This is an optimization exercise on Yosys and OpenROAD, whose aim is small area and few clock cycles per item, not a production implementation.

Setup of yarrow:
## barrel_math_pipe
module barrel_math_pipe #(
  parameter int H_RES   = 1080,
  parameter int V_RES   = 960,
  parameter int COORD_W = 12,
  parameter int FRAC_W  = 3,
  parameter int K_SHIFT = 24
) (
  input  logic               clk,
  input  logic               reset,
  input  logic               gen_en,
  input  logic [1:0]         mode,
  input  logic [15:0]        k_coef,
  output logic [31:0]        tIn_tdata,
  output logic               tIn_tvalid,
  input  logic               tIn_tready,
  input  logic [31:0]        tOut_tdata,
  input  logic               tOut_tvalid,
  output logic               tOut_tready,
  output logic [31:0]        rCin_tdata,
  output logic [15:0]        rPin_tdata,
  output logic               rCin_tvalid,
  output logic               rPin_tvalid,
  input  logic               rCin_tready,
  input  logic               rPin_tready,
  input  logic [31:0]        rOut_tdata,
  input  logic               rOut_tvalid,
  output logic               rOut_tready,
  output logic [COORD_W-1:0] xOut,
  output logic [COORD_W-1:0] yOut,
  output logic               addr_vld,
  input  logic               mem_ready,
  output logic               clipped,
  output logic               frame_done
);
  logic signed [10:0] gx;
  logic signed [9:0]  gy;
  logic               gen_hs, last_col, last_row;
  assign gen_hs    = tIn_tvalid & tIn_tready;
  assign last_col  = (gx == 11'sd539);
  assign last_row  = (gy == -10'sd479);
  assign tIn_tdata = {{3{gy[9]}}, gy, 3'b000, {2{gx[10]}}, gx, 3'b000};
  always_ff @(posedge clk) begin
    if (reset) begin
      gx         <= -11'sd540;
      gy         <= 10'sd480;
      tIn_tvalid <= 1'b0;
      frame_done <= 1'b0;
    end else begin
      frame_done <= gen_hs & last_col & last_row;
      if (!tIn_tvalid || tIn_tready) tIn_tvalid <= gen_en;
      if (gen_hs) begin
        if (last_col) begin
          gx <= -11'sd540;
          gy <= last_row ? 10'sd480 : gy - 10'sd1;
        end else begin
          gx <= gx + 11'sd1;
  ...
==> flow/config.mk <==
export PLATFORM = sky130hd
export DESIGN_NAME = barrel_math_pipe
export DESIGN_NICKNAME = barrel_math_pipe
export VERILOG_FILES = /design/flow/design.v
export SDC_FILE = /design/flow/constraint.sdc
export NUM_CORES = 4
export LEC_CHECK = 0
export CAP_MARGIN = 20
export CORE_MARGIN = 2
export CORE_UTILIZATION = 60
export PLACE_DENSITY = 0.75
export SLEW_MARGIN = 20
export SYNTH_HIERARCHICAL = 1
export SYNTH_MINIMUM_KEEP_SIZE = 0
==> flow/constraint.sdc <==
create_clock -name core_clock -period 9.0 [get_ports {clk}]
set_input_delay 1.8000 -clock core_clock [delete_from_list [all_inputs] [get_ports {clk}]]
set_output_delay 1.8000 -clock core_clock [all_outputs]
set_load 0.01 [all_outputs]
standard.sh (not shown) runs the stock make flow with config.mk's settings and CLKGATE_MAP_FILE= SYNTH_SCRIPT=/design/flow/synth_recipe.tcl, a recipe that flattens the netlist after the stock synthesis.
==> flow/flow/run.sh <==
#!/bin/bash
# Standard layout with smaller port buffers and a clock tree of smaller buffers, without
# dummy loads. Each ORFS step keeps its own log under orfs/logs/; make's output goes to
# flow_make.log.
set -euo pipefail
bash standard.sh \
  'BUFFER_PORTS_ARGS=-buffer_cell sky130_fd_sc_hd__buf_1' \
  'CTS_ARGS=-sink_clustering_enable -repair_clock_nets -dont_use_dummy_load -buf_list {sky130_fd_sc_hd__clkbuf_4 sky130_fd_sc_hd__clkbuf_8}' \
  finish > flow_make.log 2>&1
Modified inputs, harbor compared to yarrow
--- a/flow/flow/run.sh
+++ b/flow/flow/run.sh
@@ -8 +8 @@
-  'CTS_ARGS=-sink_clustering_enable -repair_clock_nets -dont_use_dummy_load -buf_list {sky130_fd_sc_hd__clkbuf_4 sky130_fd_sc_hd__clkbuf_8}' \
+  'CTS_ARGS=-sink_clustering_enable -sink_clustering_size 12 -repair_clock_nets -dont_use_dummy_load -buf_list sky130_fd_sc_hd__clkbuf_8' \
--- outcome ---
Reported for yarrow and harbor, overall die height turned out identical to the last digit. Comparing harbor against yarrow, there is no change at all in maximum number of pins on one net before global-route repair. harbor -> yarrow: final-report hold violation count delta 0, exact match. As far as clock skew goes, harbor and yarrow are indistinguishable; the numbers are identical.
Relative to harbor, the following input files were edited for onyx:
- CORE_UTILIZATION now 70, was 60
- PLACE_DENSITY now 0.85, was 0.75
--- a/flow/flow/run.sh
+++ b/flow/flow/run.sh
@@ -8 +8 @@
-  'CTS_ARGS=-sink_clustering_enable -sink_clustering_size 12 -repair_clock_nets -dont_use_dummy_load -buf_list sky130_fd_sc_hd__clkbuf_8' \
+  'CTS_ARGS=-sink_clustering_enable -repair_clock_nets -dont_use_dummy_load -buf_list {sky130_fd_sc_hd__clkbuf_4 sky130_fd_sc_hd__clkbuf_8}' \
[summary]
- onyx finished every step from synthesis to the final layout, and the layout passed the timing, DRC and antenna checks.
- Cell area of onyx falls short of that of harbor slightly.
- NOTE average detailed-routed wire length per instance harbor->onyx increased slightly
- Of the two candidates, harbor has the better hold slack and onyx the worse one.
- Taking harbor as the reference, in onyx number of fill cells lost 971, slew of the pin with the lowest slew margin picked up an extra 0.034 ns, sequential share of layout area neither gained nor lost much.
No run of this note included a check of the RTL's function; only the layout flow was run.

## re-timing with driven ports
No port has a modelled driver above. Below, the same layouts with a new extraction and two added sets of constraints. Step 1 sets driving cells, clkbuf_16 on the clock port and buf_2 on the other inputs (assumed; they add their load-dependent delay and slew). Step 2 moves the port delays by t, midway between the first and last clock arrival at a register: inputs arrive t later, outputs are due t later. That takes back most of the time a late clock gives input paths. Slacks: no drivers / after step 1 / after step 2; pairs: no drivers / after step 1.
| run | t (ns) | setup WS [ns] | pins driven straight from the clock port |
|---|---|---|---|
| yarrow | 0.520 | 0.412 / 0.369 / 0.467 | 1 |
| harbor | 0.520 | 0.412 / 0.369 / 0.467 | 1 |
| onyx | 0.543 | 0.528 / 0.472 / 0.657 | 1 |
After both steps every run listed still meets setup and hold.
